This design comes from an exercise in tuning for small area on the open sky130 flow, not from production work.
The RTL was checked by simulation tests, not by an equivalence proof against the original design.
No activity file was given, so power comes from the tool's default toggle rates.

==> flow/flow/run.sh <==
#!/bin/bash
# The standard layout (standard.sh, unchanged synthesis), with two changes
# to how the layout is made:
#  - the port buffers that global placement inserts are buf_1 cells
#  - the clock tree uses clkbuf_8 cells in clusters of up to 17 sinks within
#    60 um, without dummy loads
# make's output goes to standard_flow.log; each ORFS step keeps its own log
# under orfs/logs/.
bash standard.sh "BUFFER_PORTS_ARGS=-buffer_cell sky130_fd_sc_hd__buf_1" \
  "CTS_ARGS=-sink_clustering_enable -repair_clock_nets -dont_use_dummy_load -buf_list sky130_fd_sc_hd__clkbuf_8 -sink_clustering_size 17 -sink_clustering_max_diameter 60" \
  finish > standard_flow.log 2>&1
==> flow/standard.sh <==
#!/bin/bash
# synth_recipe.tcl (not shown) runs the flow's synth.tcl, then flattens the netlist and writes it again
# the make line also repeats each setting of config.mk as NAME=value (left out here)
make -C /OpenROAD-flow-scripts/flow DESIGN_CONFIG=/design/flow/config.mk WORK_HOME=/design/flow/orfs CLKGATE_MAP_FILE= SYNTH_SCRIPT=/design/flow/synth_recipe.tcl "${@:-finish}"
==> flow/config.mk <==
export PLATFORM = sky130hd
export DESIGN_NAME = ntp_auth
export DESIGN_NICKNAME = ntp_auth
export VERILOG_FILES = /design/flow/design.v
export SDC_FILE = /design/flow/constraint.sdc
export NUM_CORES = 4
export LEC_CHECK = 0
export CAP_MARGIN = 20
export CORE_MARGIN = 2
export CORE_UTILIZATION = 40
export GPL_TIMING_DRIVEN = 0
export PLACE_DENSITY = 0.85
export SLEW_MARGIN = 20
==> flow/constraint.sdc <==
create_clock -name core_clock -period 5.0 [get_ports {i_clk}]
set_input_delay 1.0000 -clock core_clock [delete_from_list [all_inputs] [get_ports {i_clk}]]
set_output_delay 1.0000 -clock core_clock [all_outputs]
set_load 0.01 [all_outputs]
==> flow/design.v <==
`timescale 1ns/1ps
package ntp_frame_pkg;
  typedef logic [63:0]  rx_word_t;
  typedef logic [15:0]  word_cnt_t;
  typedef logic [31:0]  keyid_t;
  typedef logic [159:0] ntp_digest_t;
  typedef logic [383:0] ntp_header_t;
  typedef enum logic [1:0] {
    IP_NONE,
    IP_V4,
    IP_V6
  } ip_ver_e;
  typedef struct packed {
    logic     valid;
    rx_word_t data;
  } rx_beat_t;
  typedef struct packed {
    logic     valid;
    rx_word_t data;
  } aligned_word_t;
  typedef struct packed {
    ip_ver_e     ip_ver;
    ntp_header_t header;
    keyid_t      keyid;
    ntp_digest_t digest;
    logic        complete;
  } ntp_rx_record_t;
endpackage
`timescale 1ns/1ps
package keymem_pkg;
  typedef logic [31:0]  key_word_t;
  typedef logic [2:0]   key_index_t;
  typedef logic [159:0] auth_key_t;
  typedef struct packed {
    logic   get;
    logic [31:0] keyid;   
  } keymem_req_t;
  typedef struct packed {
    logic       ready;
    logic       key_valid;
    key_index_t key_word;
    key_word_t  key_data;
  } keymem_rsp_t;
  typedef enum logic [2:0] {
    KEY_IDLE,
    KEY_REQUEST,
    KEY_COLLECT,
    KEY_SUCCESS,
    KEY_ERROR
  } key_fsm_e;
endpackage
`timescale 1ns/1ps
module ntp_auth
(
  input  logic           i_clk,
  input  logic           i_areset,
  input  logic           i_rx_reset,
  input  logic           i_rx_valid,
  input  logic [63:0]    i_rx_data,
  input  logic           i_auth_start,
  input  logic           i_keymem_ready,
  input  logic           i_keymem_key_valid,
  input  logic [2:0]     i_keymem_key_word,
  input  logic [31:0]    i_keymem_key_data,
  output logic [1:0]     o_rx_ip_ver,
  output logic [383:0]   o_rx_header,
  output logic [31:0]    o_rx_keyid,
  output logic [159:0]   o_rx_digest,
  output logic           o_rx_complete,
  output logic           o_ready,
  output logic           o_key_ok,
  output logic [159:0]   o_key,
  output logic           o_keymem_get,
  output logic [31:0]    o_keymem_keyid
);
  logic [3:0]   cnt;
  logic [1:0]   ip_ver;      
  logic         prev_take;   
  logic         complete;
  logic [575:0] rec;
  logic         v4, v6;
  logic         take;
  assign v4   = ip_ver[0];
  assign v6   = ip_ver[1];
  assign take = i_rx_valid && !i_rx_reset && (v4 || v6) &&
                (cnt >= 4'd5) && (cnt <= 4'd13);
  always_ff @(posedge i_clk or posedge i_areset) begin
    if (i_areset) begin
      cnt       <= '0;
      ip_ver    <= 2'd0;
      prev_take <= 1'b0;
      complete  <= 1'b0;
    end else if (i_rx_reset) begin
      cnt       <= '0;
      ip_ver    <= 2'd0;
      prev_take <= 1'b0;
      complete  <= 1'b0;
    end else begin
      prev_take <= take;
      complete  <= (cnt == 4'd14) && (v4 || v6) && !prev_take;
      if (i_rx_valid) begin
        if (cnt == 4'd1 && !v6) begin
          case (i_rx_data[31:16])
            16'h0800: begin ip_ver <= 2'd1; cnt <= 4'd2; end
            16'h86DD: begin ip_ver <= 2'd2; cnt <= 4'd0; end
            default:  cnt <= 4'd2;
          endcase
        end else if (cnt != 4'd14) begin
          cnt <= cnt + 4'd1;
        end
      end
    end
  end
  logic         v4_pt, v6_pt, v4_hd, v6_hd, low_en;
  assign v4_pt  = v4 && prev_take;
  assign v6_pt  = v6 && prev_take;
  assign v4_hd  = v4 && i_rx_valid;
  assign v6_hd  = v6 && i_rx_valid;
  assign low_en = (v4 && take) || v6_pt;
  always_ff @(posedge i_clk) begin
    if (take) begin
      rec[575:112] <= rec[511:48];
      rec[111:80]  <= ({32{v4}}    & rec[47:16])        | ({32{v6_pt}} & i_rx_data[63:32]);
      rec[79:64]   <= ({16{v4_pt}} & i_rx_data[63:48])  | ({16{v6_pt}} & i_rx_data[31:16]);
      rec[63:48]   <= ({16{v4}}    & i_rx_data[47:32])  | ({16{v6}}    & i_rx_data[15:0]);
    end
    if (low_en)
      rec[47:16]   <= ({32{v4}}    & i_rx_data[31:0])   | ({32{v6_hd}} & i_rx_data[63:32]);
    if (prev_take)
      rec[15:0]    <= ({16{v4_hd}} & i_rx_data[63:48])  | ({16{v6_hd}} & i_rx_data[31:16]);
  end
  assign o_rx_ip_ver   = ip_ver;
  assign o_rx_header   = rec[575:192];
  assign o_rx_keyid    = rec[191:160];
  assign o_rx_digest   = rec[159:0];
  assign o_rx_complete = complete;
  logic         s0, s1;
  logic         key_ok;
  logic [4:0]   seen;
  logic [4:0]   hit;
  logic [4:0]   seen_next;
  logic [31:0]  keyid;
  logic [159:0] key;
  logic         st_idle, st_req, st_col, st_fin, col_end;
  assign st_idle = !s1 && !s0;
  assign st_req  = !s1 &&  s0;
  assign st_col  =  s1 &&  s0;
  assign st_fin  =  s1 && !s0;
  always_comb begin
    for (int n = 0; n < 5; n++)
      hit[n] = i_keymem_key_valid && (i_keymem_key_word == 3'(n));
  end
  assign seen_next = seen | hit;
  assign col_end   = &seen_next || (i_keymem_ready && !i_keymem_key_valid);
  always_ff @(posedge i_clk or posedge i_areset) begin
    if (i_areset) begin
      s0     <= 1'b0;
      s1     <= 1'b0;
      key_ok <= 1'b0;
    end else begin
      s0 <= s1 ? (s0 && !col_end) : (s0 || i_auth_start);
      s1 <= s0 ? (s1 || i_keymem_ready) : 1'b0;
      if (st_req && i_keymem_ready)
        key_ok <= 1'b0;
      else if (st_fin)
        key_ok <= &seen;
    end
  end
  always_ff @(posedge i_clk) begin
    seen <= st_req ? 5'd0 : seen_next;
    if (st_idle)
      keyid <= rec[191:160];
    for (int n = 0; n < 5; n++)
      if (st_col && hit[n])
        key[n*32 +: 32] <= i_keymem_key_data;
  end
  assign o_ready        = st_idle;
  assign o_key_ok       = key_ok;
  assign o_key          = key;
  assign o_keymem_get   = st_req && i_keymem_ready;
  assign o_keymem_keyid = keyid;
endmodule
==> results of run 1 <==
power breakdown:
| part | internal [uW] | total (uW) | switching [uW] |
|---|---|---|---|
| clock network | 1010 | 2910 | 1890 |
| registers | 7270 | 7320 | 49.2 |
| logic | 138 | 509 | 371 |
placed cells by master (no fill, tap or decap), types with 2 or more instances in the layout:
| master | count |
|---|---|
| nor4_1 | 2 |
| nand2_1 | 7 |
| buf_2 | 10 |
| a22o_1 | 112 |
| nor3b_2 | 2 |
| mux2i_1 | 2 |
| edfxtp_1 | 768 |
| clkbuf_1 | 13 |
| buf_1 | 879 |
| buf_8 | 28 |
| nand3_1 | 6 |
| and2_1 | 6 |
| nand4_1 | 2 |
| and3_1 | 2 |
| dfxtp_1 | 5 |
| buf_16 | 4 |
| clkbuf_8 | 57 |
| nor3_1 | 2 |
| ha_1 | 4 |
| dfrtp_1 | 11 |
| o21ai_0 | 2 |
| o211ai_1 | 2 |
| diode_2 | 5 |
| buf_6 | 9 |
| nor2_4 | 3 |
| buf_4 | 17 |
| nor2_1 | 17 |
| nor3_2 | 2 |
| a31oi_1 | 3 |
| a21oi_1 | 5 |
| inv_1 | 7 |
| nor2b_1 | 3 |
area by class of cell:
class	instances	area, um^2	share of cell area (%)
Sequential cell	784	23400	75.3
Timing Repair Buffer	930	4020	12.9
Multi-Input combinational cell	204	1620	5.22
Tap cell	837	1050	3.37
Clock buffer	57	785	2.52
Buffer	31	155	0.499
Inverter	7	26.3	0.0845
Antenna cell	5	12.5	0.0402
cell families after synthesis:
logic type	Yosys count	share of synthesized area, %
AOI/OAI and AO/OA	134	4.49
adders and majority gates	4	0.199
buffers and inverters	38	0.720
DFF	784	93.1
muxes	2	0.0795
and+or+nand+nor	64	1.44
cells in the mapped netlist, types with 2 or more instances:
library cell | count | area (um^2)
and2_1 | 6 | 37.5
nor3_1 | 5 | 25.0
nand3_1 | 6 | 30.0
mux2i_1 | 2 | 20.0
clkbuf_1 | 13 | 48.8
ha_1 | 4 | 50.1
o21ai_0 | 2 | 10.0
dfrtp_1 | 11 | 275
a21oi_1 | 5 | 25.0
nor2b_1 | 3 | 18.8
nand4_1 | 2 | 12.5
o21bai_1 | 2 | 15.0
nor4_1 | 2 | 12.5
o211ai_1 | 2 | 15.0
a22o_1 | 112 | 981
buf_2 | 10 | 50.1
and3_1 | 2 | 12.5
nor2_1 | 20 | 75.1
dfxtp_1 | 5 | 100
a31oi_1 | 3 | 18.8
buf_4 | 7 | 52.6
edfxtp_1 | 768 | 23100
nand2_1 | 7 | 26.3
inv_1 | 7 | 26.3
state kept, by name, indices dropped and copies added, names as in the netlist:
register,flops
rec,576
key,160
ip_ver,2
key_ok,1
s0,1
keyid,32
seen,5
complete,1
s1,1
cnt,4
prev_take,1
routing by layer:
metal,vias up,track usage (%)
met5,-,0
met4,8,8.55
met3,200,13.7
met2,1232,41.4
met1,8029,42.2
li1,6123,-
worst register-to-register path, stage by stage (launching register included):
cell	delay, ns
dfrtp_1	0.44
inv_1	0.10
ha_1	0.19
nand2b_1	0.12
a21oi_1	0.12
nor3_4	0.41
buf_6	0.26
buf_6	0.23
buf_6	0.20
buf_8	0.18
buf_8	0.21
buf_16	0.18
buf_8	0.19
buf_6	0.18
per-stage QoR:
stage / TNS [ns] / cell area (um^2) / total power, uW / hold slack (ns)
global route: 0 / 31100 / 11000 / 0.345
CTS: 0 / 31100 / 10800 / 0.309
finish: 0 / 31100 / 10700 / 0.353
floorplan: -5141.93 / 25200 / 7650 / 0.462
global placement: -7962.90 / 29500 / 7900 / 0.429
detailed placement: 0 / 30300 / 7970 / 0.431
final timing paths:
check | slack [ns] | cells after the start | startpoint | endpoint
min reg2reg | 0.39 | 0 | rec[51] | rec[115]
max | 1.80 | 13 | cnt[1] | rec[532]
max reg2reg | 1.80 | 13 | cnt[1] | rec[532]
min | 0.35 | 2 | i_areset | s1
min in group core_clock | 0.39 | 0 | rec[51] | rec[115]
max in group asynchronous | 4.24 | 2 | i_areset | prev_take
==> results_dict.tcl, run 1 <==
set metrics [dict create \
    status "timing/DRC/antenna clean" \
    cpMaxStageDelayCell "dfrtp_1" \
    path_max_fanout 18 \
    synth_seq_area_share_pct 93.1 \
    ctsHoldBuffers 0 \
    dr.first_iter.drc_count 2043 \
    cts_tree "done" \
    post_cts_resized 0 \
    route.detailed.drc 0 \
    ys.flop_type "edfxtp_1" \
    relSlewSlack_pct 27.6 \
    met1_length_um 40700 \
    clock_latency_ns 0.72 \
    io_buffer_count 878 \
    fin_ws_ns 1.80 \
    fin_crit_sh_pct 64.1 \
    tightest_slew_ns 1.09 \
    routedWlPerCell_um 35.4 \
    core_um2 61900 \
    post_cts_buffers 0 \
    worst_clock_skew_ns 0.118 \
    nFillCells 5068 \
    grt_pass1_vias 14366 \
    dr.pass1.iters 5 \
    synth_edf_count 768 \
    setup_viol 0 \
    syn_area_per_cell_um2 24.5 \
    finalWirelength_um 101000 \
    crit_top_cell "buf_6" \
    gp_congestion 0.982 \
    drive_gt1_share_pct 6.95 \
    crit_path_max_incr_delay_ns 0.44 \
    maxCapViolCount 0 \
    worst_ep_arrival_time_ns 3.64 \
    cp.required_ns 5.43 \
    fmaxAchievable_mhz 312 \
    grt_overflow 0 \
    critPathLaunchType "register" \
    die_y_um 255 \
    die_w_um 255 \
    grt_usage_pct 29.8 \
    fp.dieArea_um2 65000 \
    cts.sinks 784 \
    synthDistinctLibCells 44 \
    start_util_pct 40.7 \
    rows 91 \
    grt_max_degree 33 \
    slew_violations 0 \
    p_leak_uw 0.0101 \
    detail-route-antenna-nets 0 \
    rsz0062_at_grt "no" \
    post-route-min-period_ns 3.20 \
    clockRootBuffer "clkbuf_8" \
    final_util_pct 50.2 \
    critical_path.cell_chain "inv_1 > ha_1 > nand2b_1 > a21oi_1 > nor3_4 > buf_6 > buf_6 > buf_6 > buf_8 > buf_8 > buf_16 > buf_8 > buf_6" \
    num_vias 15592 \
    highest-signal-layer "met5" \
    finalNonFillerCells 2855 \
    ios 880 \
    endpoint_kind "register" \
    powerDensity_nw_per_um2 345 \
    cp_top_family "buffers and inverters" \
    clk_path_buf_depth 3 \
    cts_made_buffers 57 \
    syn_area_um2 25200 \
    htreeDepth 2 \
    clk_pin_slew_ns 0.09 \
    ys_ff_latch 784 \
    ir_worst_vdd_v 0.000283 \
    place_ws_ns 1.28 \
    ys_async_sr_fraction_pct 1.40 \
    wl_met3_um 14400 \
    path_buf_inv 9 \
    synth_fp_nets 1136 \
    ys.warnings.count 1 \
    nets 2125 \
    post-place-cells 2793 \
    syn_to_final_growth_pct 23.5 \
    dp.final_hpwl_um 83300 \
    netlist_instances 1026 \
    met2_length_um 42800 \
    hold_path.class "in -> async" \
    vias_per_cell 5.46 \
    finalHoldViolations 0 \
    grt_pass1_wl_um 127000 \
    critPathKind "reg -> reg" \
    antenna_found_initial 17 \
]
==> inputs of run 2 (changes only) <==
--- a/flow/flow/run.sh
+++ b/flow/flow/run.sh
@@ -7,5 +7,5 @@
 # make's output goes to standard_flow.log; each ORFS step keeps its own log
 # under orfs/logs/.
 bash standard.sh "BUFFER_PORTS_ARGS=-buffer_cell sky130_fd_sc_hd__buf_1" \
-  "CTS_ARGS=-sink_clustering_enable -repair_clock_nets -dont_use_dummy_load -buf_list sky130_fd_sc_hd__clkbuf_8 -sink_clustering_size 17 -sink_clustering_max_diameter 60" \
+  "CTS_ARGS=-sink_clustering_enable -repair_clock_nets -dont_use_dummy_load -buf_list sky130_fd_sc_hd__clkbuf_4 -sink_clustering_size 11 -sink_clustering_max_diameter 45" \
   finish > standard_flow.log 2>&1
--- a/flow/config.mk
+++ b/flow/config.mk
@@ -8,6 +8,5 @@
 export CAP_MARGIN = 20
 export CORE_MARGIN = 2
 export CORE_UTILIZATION = 40
-export GPL_TIMING_DRIVEN = 0
-export PLACE_DENSITY = 0.85
+export PLACE_DENSITY = 0.95
 export SLEW_MARGIN = 20
==> run 2 against run 1 <==
Against the previous run:
- total power fell by 1.5%
- synthesized cell count did not move
- clock power shrank 4%
- critical path depth decreased by 11
- first-iteration DRC count increased by 12%
- clock-buffer cell count is 36 higher
- utilization decreased by 1.2 points
- die area is the same
- global-route usage fell by 1.6 points
- sequential cell count is the same
- non-clock buffer count is 64 lower
- combinational power shrank 12%
- critical path type is now reg -> out
==> results_dict.tcl, run 2 <==
set metrics [dict create \
    yosysTopAreaCell "edfxtp_1" \
    ys_async_sr_fraction_pct 1.40 \
    finalSetupTns_ns 0 \
    cts_tree "done" \
    dp.final_hpwl_um 76500 \
    clockRootBuffer "clkbuf_4" \
    grt_pass1_vias 13855 \
    synth_compound_area_share_pct 4.49 \
    clock_latency_ns 0.90 \
    status "timing/DRC/antenna clean" \
    htreeDepth 3 \
    nFillCells 4987 \
    rr_endpoint "rec[27]" \
    rr_startpoint "ip_ver[1]" \
    hold_path.class "in -> async" \
    synth_top_area_share_pct 91.6 \
    nets 2097 \
    synth_most_common_cell "edfxtp_1" \
    mostFrequentLayoutCells "879 x buf_1, 768 x edfxtp_1, 112 x a22o_1, 93 x clkbuf_4, 17 x nor2_1" \
    start_util_pct 40.7 \
    relSlewSlack_pct 23.9 \
    synth.area.mux_share_pct 0.0795 \
    vias_per_cell 5.41 \
    grt_usage_pct 28.2 \
    netlist_instances 1026 \
    synth_top_family_by_area "compound AO/OA/AOI/OAI gates" \
    powerDensity_nw_per_um2 349 \
    post_cts_resized 0 \
    die_w_um 255 \
    die_y_um 255 \
    synth_fp_nets 1136 \
    clk_pin_slew_ns 0.11 \
    dr.first_iter.drc_count 2278 \
    slew_violations 0 \
    rows 91 \
    ys.flop_type "edfxtp_1" \
    gp_congestion 1.00 \
    ys_ff_latch 784 \
    post_cts_buffers 0 \
    ff2ff_setup_slack_ns 2.31 \
    path_max_fanout 37 \
    timing.hold.ws_ns 0.192 \
    cts_made_buffers 93 \
    fin_crit_sh_pct 63.8 \
    design_area_um2 30300 \
    grt_max_degree 128 \
    cts.sinks 784 \
    finalWirelength_um 96000 \
    num_vias 15305 \
    finalNonFillerCells 2827 \
    synth_xor_area_share_pct 0 \
    synth_common_cells "768 x edfxtp_1, 112 x a22o_1, 20 x nor2_1" \
    synth_fa_ha_area_share_pct 0.199 \
    ir_worst_vdd_v 0.000306 \
    yosys.area_share.simple_pct 1.44 \
    post-route-min-period_ns 3.19 \
    setup_viol 0 \
    synth_seq_area_share_pct 93.1 \
    syn_area_per_cell_um2 24.5 \
    critPathKind "reg -> out" \
    dpl_cell_area_um2 29600 \
    detail-route-antenna-nets 0 \
    ys.warnings.count 1 \
    p_leak_uw 0.00979 \
    final_util_pct 49.0 \
    tightest_slew_ns 1.14 \
    grt_overflow 0 \
    largest_register_ff_count 576 \
    regMostFlops "rec" \
    post-place-cells 2728 \
    clk_path_buf_depth 3 \
    fp.dieArea_um2 65000 \
    io_buffer_count 879 \
    worst_ep_arrival_time_ns 2.19 \
    r2r_cells 2 \
    grt_pass1_wl_um 120000 \
    ctsHoldBuffers 0 \
    drive_gt1_share_pct 6.45 \
    finalHoldViolations 0 \
    syn_area_um2 25200 \
    synth_edf_count 768 \
    ios 880 \
    cp.required_ns 4.00 \
    antenna_found_initial 14 \
    core_um2 61900 \
    fmaxAchievable_mhz 314 \
    critPathLaunchType "register" \
    layout_commonest_cell "buf_1" \
    cp-startpoint "ip_ver[0]" \
    routedWlPerCell_um 34.0 \
    top_regs "rec (576), key (160), keyid (32)" \
    rsz0062_at_grt "no" \
    synth_area_leaders "edfxtp_1 92%, a22o_1 3.9%, dfrtp_1 1.1%" \
    route.detailed.drc 0 \
    endpoint_kind "output pin" \
    syn_to_final_growth_pct 20.5 \
    maxCapViolCount 0 \
    synthDistinctLibCells 44 \
    worst_clock_skew_ns 0.165 \
    dr.pass1.iters 6 \
]
[run 2: cell count changes in the layout (fill, tap and decap cells not counted), moves of 2 or more]
cell	delta
and2_1	-2
and2_2	+2
buf_12	+3
buf_16	-4
buf_2	-10
buf_4	-4
buf_6	-9
buf_8	-27
clkbuf_1	-13
clkbuf_4	+93
clkbuf_8	-57
[run 2: metrics by stage]
stage | worst slack, ns | total power (uW)
global route | 1.65 | 10900
CTS | 1.63 | 10600
global placement | 1.97 | 7900
detailed placement | 1.94 | 7930
floorplan | -9.96 | 7650
finish | 1.81 | 10600
[run 2: kinds of logic after synthesis]
group,after synthesis
and+or+nand+nor,64
DFF,784
muxes,2
AOI/OAI and AO/OA,134
buffers and inverters,38
adders and majority gates,4
[run 2: worst max path at each step]
stage / slack, ns / endpoint / cells past startpoint
after CTS: 1.63 / o_ready / 2
after global placement: 1.97 / rec[535] / 5
after global routing: 1.65 / o_ready / 2
final: 1.81 / o_rx_ip_ver[0] / 2
after detailed placement: 1.94 / rec[539] / 5
after floorplan: -9.96 / rec[16] / 3
[run 2: layer usage]
layer / vias to the layer above / GRT usage, % / wire length (um)
met1: 7616 / 36.6 / 34700
li1: 6089 / - / -
met2: 1369 / 36.1 / 38300
met5: - / 0 / 84
met3: 219 / 21.6 / 20200
met4: 12 / 8.27 / 2810
[run 2: area by class of cell]
class	count	area, um^2	share of cell area, %
inverter	7	26.3	0.0866
sequential	784	23400	77.3
clock buffer	93	698	2.30
tap	837	1050	3.45
antenna	5	12.5	0.0412
multi-input combinational	204	1620	5.35
timing repair buffer	897	3490	11.5
[run 2: worst max-delay path, cell delays in order (launching register included)]
cell and delay, ns:
dfrtp_2 0.65, buf_4 0.47, buf_1 0.22
[run 2: power breakdown]
part	switching (uW)	leakage, uW	internal, uW	total, uW
clock	1930	0.000428	850	2780
sequential	71.6	0.00761	7270	7340
combinational	345	0.00176	103	448
==> inputs of run 3 (changes only) <==
--- a/flow/flow/run.sh
+++ b/flow/flow/run.sh
@@ -7,5 +7,5 @@
 # make's output goes to standard_flow.log; each ORFS step keeps its own log
 # under orfs/logs/.
 bash standard.sh "BUFFER_PORTS_ARGS=-buffer_cell sky130_fd_sc_hd__buf_1" \
-  "CTS_ARGS=-sink_clustering_enable -repair_clock_nets -dont_use_dummy_load -buf_list sky130_fd_sc_hd__clkbuf_4 -sink_clustering_size 11 -sink_clustering_max_diameter 45" \
+  "CTS_ARGS=-sink_clustering_enable -repair_clock_nets -dont_use_dummy_load -buf_list sky130_fd_sc_hd__clkbuf_4 -sink_clustering_size 10 -sink_clustering_max_diameter 60" \
   finish > standard_flow.log 2>&1
--- a/flow/config.mk
+++ b/flow/config.mk
@@ -8,5 +8,5 @@
 export CAP_MARGIN = 20
 export CORE_MARGIN = 2
 export CORE_UTILIZATION = 40
-export PLACE_DENSITY = 0.95
+export PLACE_DENSITY = 0.85
 export SLEW_MARGIN = 20
==> run 3 against run 2 <==
Against the previous run:
- synthesized area did not move
- utilization down 0.059 points
- synthesized cell count unchanged
- highest routed layer unchanged
- via count hardly changed
- worst hold slack got worse by 0.060 ns
- critical endpoint is now o_keymem_get
- first-iteration DRC count down 11%
- clock-buffer cell count is 2 lower
==> results_dict.tcl, run 3 <==
set metrics [dict create \
    status "timing/DRC/antenna clean" \
    dp.final_hpwl_um 77000 \
    die_w_um 255 \
    mostFrequentLayoutCells "879 x buf_1, 768 x edfxtp_1, 112 x a22o_1, 91 x clkbuf_4, 17 x nor2_1" \
    slew_violations 0 \
    worst_ep_arrival_time_ns 2.15 \
    grt_pass1_wl_um 124000 \
    post_cts_resized 0 \
    start_util_pct 40.7 \
    setup_viol 0 \
    largest_register_ff_count 576 \
    grt_overflow 0 \
    p_leak_uw 0.00976 \
    num_vias 15294 \
    ys.warnings.count 1 \
    cp-startpoint "s0" \
    path_max_fanout 8 \
    finalSetupTns_ns 0 \
    top_regs "rec (576), key (160), keyid (32)" \
    multi_input_area_um2 1630 \
    rsz0062_at_grt "no" \
    grt_max_degree 116 \
    synth_top_area_share_pct 91.6 \
    clock_latency_ns 0.87 \
    relSlewSlack_pct 27.3 \
    dr.pass1.iters 6 \
    drive_gt1_share_pct 6.16 \
    final_util_pct 48.9 \
    ios 880 \
    yosysTopAreaCell "edfxtp_1" \
    synth_fp_nets 1136 \
    nFillCells 5148 \
    die_y_um 255 \
    synth_edf_count 768 \
    clk_pin_slew_ns 0.11 \
    ys_async_sr_fraction_pct 1.40 \
    rr_startpoint "ip_ver[1]" \
    critical_path.cell_chain "nor2b_1 > and2_1 > buf_1" \
    ys_ff_latch 784 \
    cts_made_buffers 91 \
    finalWirelength_um 97000 \
    cp.required_ns 4.00 \
    cts_tree "done" \
    rows 91 \
    crit_path_max_incr_delay_ns 0.55 \
    vias_per_cell 5.42 \
    grt_pass1_vias 14148 \
    syn_area_um2 25200 \
    clk_path_buf_depth 3 \
    fin_crit_sh_pct 63.0 \
    hold_path.class "in -> async" \
    fp.dieArea_um2 65000 \
    ir_worst_vdd_v 0.000282 \
    syn_area_per_cell_um2 24.5 \
    fmaxAchievable_mhz 318 \
    dr.first_iter.drc_count 2020 \
    synth_seq_area_share_pct 93.1 \
    cpMaxStageDelayCell "dfrtp_1" \
    cts.sinks 784 \
    finalHoldViolations 0 \
    ctsHoldBuffers 0 \
    io_buffer_count 879 \
    critPathLaunchType "register" \
    grt_usage_pct 28.8 \
    gp_congestion 0.998 \
    power_uw 10600 \
    synth_area_leaders "edfxtp_1 92%, a22o_1 3.9%, dfrtp_1 1.1%" \
    post_cts_buffers 0 \
    regArea_um2 23400 \
    ys.flop_type "edfxtp_1" \
    antenna_found_initial 17 \
    powerDensity_nw_per_um2 348 \
    netlist_instances 1026 \
    synthDistinctLibCells 44 \
    core_um2 61900 \
    synth_most_common_cell "edfxtp_1" \
    layout_commonest_cell "buf_1" \
    htreeDepth 3 \
    design_area_um2 30300 \
    regMostFlops "rec" \
    route.detailed.drc 0 \
    clockRootBuffer "clkbuf_4" \
    dpl_cell_area_um2 29600 \
    critPathKind "reg -> out" \
    endpoint_kind "output pin" \
    post-route-min-period_ns 3.15 \
    synth_common_cells "768 x edfxtp_1, 112 x a22o_1, 20 x nor2_1" \
    detail-route-antenna-nets 0 \
    tightest_slew_ns 1.09 \
    maxCapViolCount 0 \
    routedWlPerCell_um 34.4 \
    nets 2091 \
    worst_clock_skew_ns 0.0842 \
    syn_to_final_growth_pct 20.3 \
]
==> run 3: cell counts after synthesis <==
No cell type changed its count.
==> run 3: final cells by class <==
| type | count | area share [%] |
|---|---|---|
| flip-flops and latches | 784 | 77.4 |
| inverters | 7 | 0.0867 |
| multi-input cells | 204 | 5.37 |
| clock buffers | 91 | 2.25 |
| well taps | 837 | 3.46 |
| diodes | 4 | 0.0330 |
| repair buffers | 893 | 11.4 |
==> run 3: cells by family after synthesis <==
logic type               count (synthesis)  share of synthesized area (%)
flip-flops                             784                           93.1
AO/OA/AOI/OAI                          134                           4.49
AND/OR/NAND/NOR                         64                           1.44
buffers and inverters                   38                          0.720
adder cells (fa/ha/maj)                  4                          0.199
multiplexers                             2                         0.0795
==> run 3: final timing paths <==
kind                       slack (ns)           end  depth (start not counted)
max                              1.85  o_keymem_get                          3
min                              0.13        cnt[2]                          2
min in group core_clock          0.40      rec[281]                          0
max reg2reg                      1.89      rec[329]                          4
max in group asynchronous        4.49      complete                          2
min reg2reg                      0.40      rec[281]                          0
==> run 3: critical path, delay by kind of cell (launching register included) <==
family | cells | cell delay (ns)
buf+inv | 1 | 0.15
flops | 1 | 0.55
simple gates | 2 | 0.61
==> run 3: metrics by stage <==
step / instances / hold WS (ns) / setup slack (ns)
after floorplan: 1026 / 0.462 / -9.96
after global placement: 2725 / 0.430 / 1.76
after detailed placement: 2725 / 0.430 / 1.64
after CTS: 2816 / 0.0304 / 1.77
after global routing: 2818 / 0.0604 / 1.67
final: 2820 / 0.133 / 1.85
==> run 3: metal layers <==
layer  track usage [%]  vias to the layer above  share of wire (%)
li1                  -                     6071                  -
met1              39.2                     7831                 39
met2              38.7                     1211                 42
met3              18.2                      163                 17
met4              6.78                       18                2.2
met5                 0                        -               0.12
==> run 3: power breakdown <==
group          leakage [uW]  internal, uW  switching, uW
clock network      0.000419           836           1920
registers           0.00761          7270           75.0
logic               0.00174           103            348
total               0.00976          8210           2340
==> inputs of run 4 (changes only) <==
--- a/flow/flow/run.sh
+++ b/flow/flow/run.sh
@@ -7,5 +7,5 @@
 # make's output goes to standard_flow.log; each ORFS step keeps its own log
 # under orfs/logs/.
 bash standard.sh "BUFFER_PORTS_ARGS=-buffer_cell sky130_fd_sc_hd__buf_1" \
-  "CTS_ARGS=-sink_clustering_enable -repair_clock_nets -dont_use_dummy_load -buf_list sky130_fd_sc_hd__clkbuf_4 -sink_clustering_size 10 -sink_clustering_max_diameter 60" \
+  "CTS_ARGS=-sink_clustering_enable -repair_clock_nets -dont_use_dummy_load -buf_list sky130_fd_sc_hd__clkbuf_8 -sink_clustering_size 17 -sink_clustering_max_diameter 75" \
   finish > standard_flow.log 2>&1
==> run 4 against run 3 <==
Against the previous run:
- sequential share of layout area decreased by 0.19 points
- final cell count fell by 1.2%
- final area is 0.25% higher
- fmax is 3.0% higher
- routed wire length decreased by 0.48%
- critical path depth grew 1
- clock power is 4% higher
- synthesized cell count stayed put
- clock-buffer cell count decreased by 36
- synthesized area unchanged
- critical endpoint is now rec[456]
==> results_dict.tcl, run 4 <==
set metrics [dict create \
    p_leak_uw 0.00974 \
    largest_register_ff_count 576 \
    nFillCells 5102 \
    critical_path.cell_chain "o21bai_4 > nor3_4 > buf_12 > buf_4" \
    rr_endpoint "rec[456]" \
    post-place-cells 2725 \
    finalHoldViolations 0 \
    maxCapViolCount 0 \
    synth_most_common_cell "edfxtp_1" \
    io_buffer_count 879 \
    fmaxAchievable_mhz 327 \
    crit_path_max_incr_delay_ns 1.01 \
    dr.first_iter.drc_count 2005 \
    relSlewSlack_pct 27.1 \
    grt_pass1_vias 13805 \
    ys_async_sr_fraction_pct 1.40 \
    grt_max_degree 116 \
    ys.warnings.count 1 \
    routedWlPerCell_um 34.7 \
    detail-route-antenna-nets 0 \
    ff2ff_setup_slack_ns 1.94 \
    syn_area_per_cell_um2 24.5 \
    post_cts_buffers 0 \
    yosys.area_share.simple_pct 1.44 \
    nets 2055 \
    vias_per_cell 5.43 \
    yosysTopAreaCell "edfxtp_1" \
    core_um2 61900 \
    start_util_pct 40.7 \
    regMostFlops "rec" \
    tightest_slew_ns 1.09 \
    design_area_um2 30400 \
    fp.dieArea_um2 65000 \
    synth_compound_area_share_pct 4.49 \
    synth_seq_area_share_pct 93.1 \
    hold_path.class "in -> async" \
    critPathLaunchType "register" \
    fin_crit_sh_pct 61.1 \
    layout_commonest_cell "buf_1" \
    netlist_instances 1026 \
    clock_latency_ns 0.67 \
    endpoint_kind "register" \
    synth_area_leaders "edfxtp_1 92%, a22o_1 3.9%, dfrtp_1 1.1%" \
    die_w_um 255 \
    clockRootBuffer "clkbuf_8" \
    synth.area.mux_share_pct 0.0795 \
    gp_congestion 0.998 \
    syn_to_final_growth_pct 20.6 \
    clk_pin_slew_ns 0.11 \
    critPathKind "reg -> reg" \
    antenna_found_initial 15 \
    synth_common_cells "768 x edfxtp_1, 112 x a22o_1, 20 x nor2_1" \
    ctsHoldBuffers 0 \
    ys_ff_latch 784 \
    path_max_fanout 105 \
    synth_fp_nets 1136 \
    endpoint "rec[456]" \
    finalWirelength_um 96600 \
    syn_area_um2 25200 \
    cts.sinks 784 \
    post_cts_resized 0 \
    cpMaxStageDelayCell "dfrtp_1" \
    dr.pass1.iters 5 \
    ys.flop_type "edfxtp_1" \
    synth_top_family_by_area "compound AO/OA/AOI/OAI gates" \
    cp.required_ns 5.32 \
    die_y_um 255 \
    htreeDepth 2 \
    drive_gt1_share_pct 4.43 \
    mostFrequentLayoutCells "879 x buf_1, 768 x edfxtp_1, 112 x a22o_1, 55 x clkbuf_8, 17 x nor2_1" \
    rsz0062_at_grt "no" \
    ir_worst_vdd_v 0.000278 \
    ios 880 \
    synth_edf_count 768 \
    dpl_cell_area_um2 29600 \
    powerDensity_nw_per_um2 351 \
    synth_fa_ha_area_share_pct 0.199 \
    rr_startpoint "ip_ver[1]" \
    dp.final_hpwl_um 77000 \
    top_regs "rec (576), key (160), keyid (32)" \
    cts_tree "done" \
    grt_overflow 0 \
    r2r_cells 4 \
    status "timing/DRC/antenna clean" \
    grt_pass1_wl_um 123000 \
    cp-startpoint "ip_ver[1]" \
    setup_viol 0 \
    grt_usage_pct 28.6 \
    synth_top_area_share_pct 91.6 \
    slew_violations 0 \
    worst_clock_skew_ns 0.0592 \
    cts_made_buffers 55 \
    synth_xor_area_share_pct 0 \
    post-route-min-period_ns 3.06 \
    worst_ep_arrival_time_ns 3.37 \
    clk_path_buf_depth 3 \
    rows 91 \
    finalNonFillerCells 2785 \
    synthDistinctLibCells 44 \
    route.detailed.drc 0 \
    num_vias 15132 \
]
[run 4: cell counts after synthesis]
No cell type changed its count.
[run 4: cell type report]
class	instances	area, um^2	area share, %
tap	837	1050	3.45
timing repair buffer	893	3470	11.4
clock buffer	55	757	2.49
inverter	7	26.3	0.0865
antenna	5	12.5	0.0412
multi-input combinational	204	1630	5.36
sequential	784	23400	77.2
[run 4: per-stage QoR]
stage	setup WS [ns]	util [%]	power [uW]	hold slack [ns]	TNS [ns]
6_report	1.94	49.0	10700	0.306	0
5_1_grt	1.68	49.0	10900	0.293	0
4_1_cts	1.93	49.0	10700	0.255	0
3_5_place_dp	1.64	47.8	7940	0.430	0
3_3_place_gp	1.76	47.8	7920	0.430	0
2_1_floorplan	-9.96	-	7650	0.462	-5141.93
[run 4: report_power, final]
| group | total, uW | switching, uW | leakage (uW) | internal (uW) |
|---|---|---|---|---|
| clock | 2860 | 1870 | 0.000395 | 984 |
| sequential | 7350 | 77.0 | 0.00761 | 7270 |
| combinational | 450 | 347 | 0.00174 | 103 |
[run 4: worst min path at each step]
stage	from	endpoint	slack [ns]	cells after the start
2_1_floorplan	seen[1]	seen[1]	0.46	2
3_3_place_gp	rec[350]	rec[414]	0.43	0
3_5_place_dp	rec[317]	rec[381]	0.43	0
4_1_cts	i_areset	cnt[2]	0.26	2
5_1_grt	i_areset	cnt[0]	0.29	2
6_report	i_areset	cnt[2]	0.31	2
[run 4: cells by family (layout without fill, tap and decap cells)]
group,Yosys count,in the layout
AO/OA/AOI/OAI,134,134
adder cells (fa/ha/maj),4,4
buffers and inverters,38,955
flip-flops,784,784
multiplexers,2,2
other,0,5
AND/OR/NAND/NOR,64,64
[run 4: critical path: cells and delay by family, from the launching register on]
| family | cells | cell delay (ns) |
|---|---|---|
| AOI/OAI and AO/OA | 1 | 0.16 |
| buffers and inverters | 2 | 1.16 |
| and+or+nand+nor | 1 | 0.22 |
| DFF | 1 | 1.01 |
[run 4: layer usage]
| layer | up-vias | GRT usage (%) | share of wire, % |
|---|---|---|---|
| li1 | 5963 | - | - |
| met1 | 7801 | 39.9 | 39 |
| met2 | 1206 | 38.7 | 42 |
| met3 | 146 | 16.4 | 17 |
| met4 | 16 | 6.28 | 2.1 |
| met5 | - | 0 | 0.11 |
==> inputs of run 5 (changes only) <==
--- a/flow/flow/run.sh
+++ b/flow/flow/run.sh
@@ -7,5 +7,5 @@
 # make's output goes to standard_flow.log; each ORFS step keeps its own log
 # under orfs/logs/.
 bash standard.sh "BUFFER_PORTS_ARGS=-buffer_cell sky130_fd_sc_hd__buf_1" \
-  "CTS_ARGS=-sink_clustering_enable -repair_clock_nets -dont_use_dummy_load -buf_list sky130_fd_sc_hd__clkbuf_8 -sink_clustering_size 17 -sink_clustering_max_diameter 75" \
+  "CTS_ARGS=-sink_clustering_enable -repair_clock_nets -dont_use_dummy_load -buf_list sky130_fd_sc_hd__clkbuf_4 -sink_clustering_size 10 -sink_clustering_max_diameter 45" \
   finish > standard_flow.log 2>&1
==> run 5 against run 4 <==
Against the previous run:
- synthesized area is the same
- register-to-register slack barely moved
- largest cell class unchanged
- fmax decreased by 2.1%
- die area is the same
==> results_dict.tcl, run 5 <==
set metrics [dict create \
    nets 2098 \
    dr.pass1.iters 5 \
    grt_overflow 0 \
    ff2ff_setup_slack_ns 1.95 \
    synth_fp_nets 1136 \
    dpl_cell_area_um2 29600 \
    tightest_slew_ns 1.11 \
    gp_congestion 0.998 \
    rr_startpoint "ip_ver[1]" \
    worst_ep_arrival_time_ns 2.12 \
    regMostFlops "rec" \
    mostFrequentLayoutCells "879 x buf_1, 768 x edfxtp_1, 112 x a22o_1, 98 x clkbuf_4, 17 x nor2_1" \
    p_leak_uw 0.00979 \
    clk_path_buf_depth 3 \
    worst_clock_skew_ns 0.160 \
    clk_pin_slew_ns 0.07 \
    status "timing/DRC/antenna clean" \
    synthDistinctLibCells 44 \
    post_cts_resized 0 \
    cts_tree "done" \
    ys_async_sr_fraction_pct 1.40 \
    powerDensity_nw_per_um2 350 \
    finalHoldViolations 0 \
    fp.dieArea_um2 65000 \
    critPathLaunchType "register" \
    htreeDepth 3 \
    layout_commonest_cell "buf_1" \
    ios 880 \
    dr.first_iter.drc_count 2087 \
    detail-route-antenna-nets 0 \
    yosysTopAreaCell "edfxtp_1" \
    rows 91 \
    r2r_cells 4 \
    rsz0062_at_grt "no" \
    synth_most_common_cell "edfxtp_1" \
    ys.warnings.count 1 \
    vias_per_cell 5.40 \
    antenna_found_initial 16 \
    maxCapViolCount 0 \
    routedWlPerCell_um 34.2 \
    num_vias 15265 \
    fin_crit_sh_pct 62.5 \
    critPathKind "reg -> out" \
    cts.sinks 784 \
    dp.final_hpwl_um 77000 \
    place_ws_ns 1.64 \
    clockRootBuffer "clkbuf_4" \
    core_um2 61900 \
    ctsHoldBuffers 0 \
    largest_register_ff_count 576 \
    cts_made_buffers 98 \
    grt_pass1_wl_um 124000 \
    design_area_um2 30400 \
    io_buffer_count 879 \
    slew_violations 0 \
    clock_latency_ns 0.91 \
    hold_path.class "in -> async" \
    ir_worst_vdd_v 0.000279 \
    grt_pass1_vias 14230 \
    synth_top_area_share_pct 91.6 \
    grt_usage_pct 28.8 \
    syn_to_final_growth_pct 20.5 \
    path_max_fanout 8 \
    synth_edf_count 768 \
    post_cts_buffers 0 \
    fmaxAchievable_mhz 320 \
    die_y_um 255 \
    syn_area_um2 25200 \
    relSlewSlack_pct 25.6 \
    post-route-min-period_ns 3.12 \
    die_w_um 255 \
    syn_area_per_cell_um2 24.5 \
    ys.flop_type "edfxtp_1" \
    drive_gt1_share_pct 6.50 \
    top_regs "rec (576), key (160), keyid (32)" \
    netlist_instances 1026 \
    synth_common_cells "768 x edfxtp_1, 112 x a22o_1, 20 x nor2_1" \
    ys_ff_latch 784 \
    grt_max_degree 116 \
    synth_area_leaders "edfxtp_1 92%, a22o_1 3.9%, dfrtp_1 1.1%" \
    fin_ws_ns 1.88 \
    start_util_pct 40.7 \
    cp.required_ns 4.00 \
    setup_viol 0 \
    route.detailed.drc 0 \
    finalWirelength_um 96800 \
    rr_endpoint "rec[99]" \
    endpoint_kind "output pin" \
    synth_seq_area_share_pct 93.1 \
]
==> run 5: cell counts after synthesis <==
No cell type changed its count.
==> run 5: power breakdown <==
group,internal [uW],switching (uW)
Combinational,103,347
Sequential,7270,76.2
Clock,895,1930
==> run 5: worst max-delay path by stage <==
stage	start	slack, ns	to
after floorplan	i_rx_reset	-9.96	rec[16]
after global placement	i_rx_valid	1.76	rec[524]
after detailed placement	i_keymem_key_valid	1.64	key[71]
after CTS	s0	1.81	o_keymem_get
after global routing	s0	1.76	o_keymem_get
final	s0	1.88	o_keymem_get
==> run 5: layout make-up <==
type / count / area [um^2]
Multi-Input combinational cell: 204 / 1630
Sequential cell: 784 / 23400
Tap cell: 837 / 1050
Inverter: 7 / 26.3
Clock buffer: 98 / 736
Fill cell: 5133 / 31600
Antenna cell: 5 / 12.5
Timing Repair Buffer: 893 / 3470
==> run 5: per-layer routing <==
| metal | vias up | routed length, um | GRT usage [%] |
|---|---|---|---|
| li1 | 6104 | - | - |
| met1 | 7789 | 37200 | 38.8 |
| met2 | 1195 | 40000 | 38.5 |
| met3 | 167 | 17100 | 18.3 |
| met4 | 10 | 2440 | 7.82 |
| met5 | - | 57 | 0 |
==> run 5: logic make-up after synthesis <==
logic type / after synthesis / share of synthesized area, %
flops: 784 / 93.1
buf+inv: 38 / 0.720
mux: 2 / 0.0795
compound gates: 134 / 4.49
simple gates: 64 / 1.44
fa+ha+maj: 4 / 0.199
==> run 5: metrics by stage <==
step | utilization [%] | instances | setup TNS [ns] | hold WS, ns | total power (uW)
2_1_floorplan | - | 1026 | -5141.93 | 0.462 | 7650
3_3_place_gp | 47.8 | 2725 | 0 | 0.430 | 7920
3_5_place_dp | 47.8 | 2725 | 0 | 0.430 | 7940
4_1_cts | 49.0 | 2823 | 0 | 0.0962 | 10700
5_1_grt | 49.0 | 2824 | 0 | 0.152 | 10900
6_report | 49.0 | 2828 | 0 | 0.186 | 10600
==> run 5: critical path, cell delays in order (launching register included) <==
cell and delay, ns:
dfrtp_1 0.55, nor2b_1 0.43, and2_1 0.19, buf_1 0.15
==> inputs of run 6 (changes only) <==
==> flow/flow/run.sh (replaced) <==
#!/bin/bash
bash standard.sh "BUFFER_PORTS_ARGS=-buffer_cell sky130_fd_sc_hd__buf_1" \
  "CTS_ARGS=-sink_clustering_enable -repair_clock_nets -dont_use_dummy_load -buf_list {sky130_fd_sc_hd__clkbuf_4 sky130_fd_sc_hd__clkbuf_8} -sink_clustering_buffer sky130_fd_sc_hd__clkbuf_8 -sink_clustering_size 17 -sink_clustering_max_diameter 60" \
  finish > standard_flow.log 2>&1
==> run 6 against run 5 <==
Against the previous run:
- clock power grew 2%
- sequential share of layout area down 0.076 points
- clock-buffer cell count fell by 42
- combinational power is essentially flat
- sequential power is essentially flat
- final area about the same
- routed wire length shrank 0.29%
- clock skew down 0.085 ns
- global-route usage down 0.26 points
- largest cell class unchanged
- synthesized cell count unchanged
==> results_dict.tcl, run 6 <==
set metrics [dict create \
    ff2ff_setup_slack_ns 1.92 \
    die_y_um 255 \
    design_area_um2 30400 \
    post_cts_buffers 0 \
    layout_commonest_cell "buf_1" \
    path_max_fanout 105 \
    ys.warnings.count 1 \
    r2r_cells 4 \
    drive_gt1_share_pct 4.48 \
    post_cts_resized 0 \
    start_util_pct 40.7 \
    yosysTopAreaCell "edfxtp_1" \
    rr_endpoint "rec[77]" \
    finalWirelength_um 96600 \
    route.detailed.drc 0 \
    ys_async_sr_fraction_pct 1.40 \
    synth_seq_area_share_pct 93.1 \
    num_vias 15069 \
    fin_crit_sh_pct 61.7 \
    grt_pass1_wl_um 123000 \
    die_w_um 255 \
    fp.dieArea_um2 65000 \
    tightest_slew_ns 1.11 \
    multi_input_area_um2 1630 \
    synth_top_area_share_pct 91.6 \
    cts.sinks 784 \
    dr.first_iter.drc_count 2186 \
    hold_path.class "in -> async" \
    top_regs "rec (576), key (160), keyid (32)" \
    clockRootBuffer "clkbuf_8" \
    nets 2056 \
    dpl_cell_area_um2 29600 \
    critPathKind "reg -> reg" \
    grt_max_degree 116 \
    routedWlPerCell_um 34.7 \
    status "timing/DRC/antenna clean" \
    endpoint_kind "register" \
    relSlewSlack_pct 26.0 \
    ctsHoldBuffers 0 \
    synth_edf_count 768 \
    rows 91 \
    synth_most_common_cell "edfxtp_1" \
    post-place-cells 2725 \
    ir_worst_vdd_v 0.000270 \
    gp_congestion 0.998 \
    dr.pass1.iters 5 \
    netlist_instances 1026 \
    grt_usage_pct 28.6 \
    fmaxAchievable_mhz 324 \
    regArea_um2 23400 \
    synthDistinctLibCells 44 \
    nFillCells 5087 \
    rsz0062_at_grt "no" \
    ys_ff_latch 784 \
    syn_area_um2 25200 \
    synth_area_leaders "edfxtp_1 92%, a22o_1 3.9%, dfrtp_1 1.1%" \
    antenna_found_initial 15 \
    htreeDepth 2 \
    cts_tree "done" \
    p_leak_uw 0.00975 \
    final_util_pct 49.1 \
    clk_path_buf_depth 3 \
    slew_violations 0 \
    synth_common_cells "768 x edfxtp_1, 112 x a22o_1, 20 x nor2_1" \
    ios 880 \
    dp.final_hpwl_um 77000 \
    ys.flop_type "edfxtp_1" \
    cts_made_buffers 56 \
    fin_ws_ns 1.92 \
    grt_pass1_vias 13823 \
    vias_per_cell 5.41 \
    finalNonFillerCells 2784 \
    maxCapViolCount 0 \
    place_ws_ns 1.64 \
    clk_pin_slew_ns 0.11 \
    grt_overflow 0 \
    finalSetupTns_ns 0 \
    rr_startpoint "ip_ver[1]" \
    worst_clock_skew_ns 0.0751 \
    post-route-min-period_ns 3.08 \
    io_buffer_count 879 \
    powerDensity_nw_per_um2 351 \
    syn_to_final_growth_pct 20.7 \
    mostFrequentLayoutCells "879 x buf_1, 768 x edfxtp_1, 112 x a22o_1, 56 x clkbuf_8, 17 x nor2_1" \
    setup_viol 0 \
    worst_ep_arrival_time_ns 3.37 \
    largest_register_ff_count 576 \
    synth_fp_nets 1136 \
    critPathLaunchType "register" \
    finalHoldViolations 0 \
    regMostFlops "rec" \
    core_um2 61900 \
    cp.required_ns 5.29 \
    detail-route-antenna-nets 0 \
    syn_area_per_cell_um2 24.5 \
    clock_latency_ns 0.67 \
]
run 6: cell count changes in the layout (fill, tap and decap cells not counted):
cell      delta
clkbuf_8    +56
clkbuf_4    -98
diode_2      -2
run 6: cell families after synthesis:
logic type	share of synthesized area, %
adders and majority gates	0.199
DFF	93.1
muxes	0.0795
AOI/OAI and AO/OA	4.49
and+or+nand+nor	1.44
buffers and inverters	0.720
run 6: how the worst max path moves through the flow:
stage                       start       end  cells after the start
3_5_place_dp   i_keymem_key_valid   key[71]                      5
3_3_place_gp           i_rx_valid  rec[524]                      5
5_1_grt                 ip_ver[1]  rec[427]                      4
4_1_cts                 ip_ver[1]   rec[77]                      4
6_report                ip_ver[1]   rec[77]                      4
2_1_floorplan          i_rx_reset   rec[16]                      3
run 6: worst max-delay path, cell delays in order (launching register included):
cell and delay (ns):
dfrtp_1 1.05, o21bai_4 0.16, nor3_4 0.22, buf_12 0.48, buf_4 0.66
run 6: final cells by class:
class                           instances  area share, %
Antenna cell                            3         0.0247
Clock buffer                           56           2.54
Inverter                                7         0.0865
Multi-Input combinational cell        204           5.36
Sequential cell                       784           77.1
Tap cell                              837           3.45
Timing Repair Buffer                  893           11.4
run 6: where the power goes:
| group | leakage (uW) | switching [uW] | internal, uW |
|---|---|---|---|
| Sequential | 0.00761 | 77.8 | 7270 |
| Clock | 0.000403 | 1880 | 999 |
| Combinational | 0.00174 | 344 | 103 |
| Total | 0.00975 | 2300 | 8370 |
run 6: routing by layer:
| layer | global-route usage (%) | vias up | wire, um |
|---|---|---|---|
| met1 | 39.7 | 7751 | 37900 |
| met4 | 6.60 | 8 | 2160 |
| met2 | 38.4 | 1192 | 40200 |
| li1 | - | 5967 | - |
| met3 | 16.6 | 151 | 16300 |
| met5 | 0 | - | 55 |
run 6: per-stage QoR:
step | hold WS, ns | power (uW)
floorplan | 0.462 | 7650
global placement | 0.430 | 7920
detailed placement | 0.430 | 7940
CTS | 0.262 | 10700
global route | 0.299 | 11000
finish | 0.303 | 10700

static timing again, ports no longer ideal:
Ports are ideal in the flow. The routed layouts listed here were re-timed in OpenROAD.
Step 1 sets driving cells, clkbuf_16 on the clock port and buf_2 on the other inputs (assumed; they add their load-dependent delay and slew).
Step 2 adds t to the input delays and takes it off the output delays; t is the mean of the earliest and latest rising clock arrival at the registers after step 1. Input paths then give back, and output paths get back, about the clock's delay inside the block.
Three values: ideal, step 1, step 2; two values: the first two.
| run | t, ns | slack for setup (ns) | worst setup path at the end | slew at the worst register clock pin (ns) |
|---|---|---|---|---|
| run 1 | 0.716 | 1.795 / 1.795 / 1.276 | input to register | 0.11 / 0.11 |
| run 2 | 0.873 | 1.812 / 1.753 / 1.839 | input to register | 0.12 / 0.12 |
| run 3 | 0.883 | 1.852 / 1.790 / 1.581 | input to register | 0.12 / 0.12 |
| run 4 | 0.710 | 1.943 / 1.943 / 1.620 | input to register | 0.11 / 0.11 |
| run 5 | 0.889 | 1.876 / 1.810 / 1.602 | input to register | 0.12 / 0.12 |
| run 6 | 0.712 | 1.917 / 1.917 / 1.600 | input to register | 0.11 / 0.11 |
After both steps setup and hold are still met in every run listed. The setup slack of run 1, which loses most, moves by 0.000 ns with the drivers and by -0.519 ns with both steps.
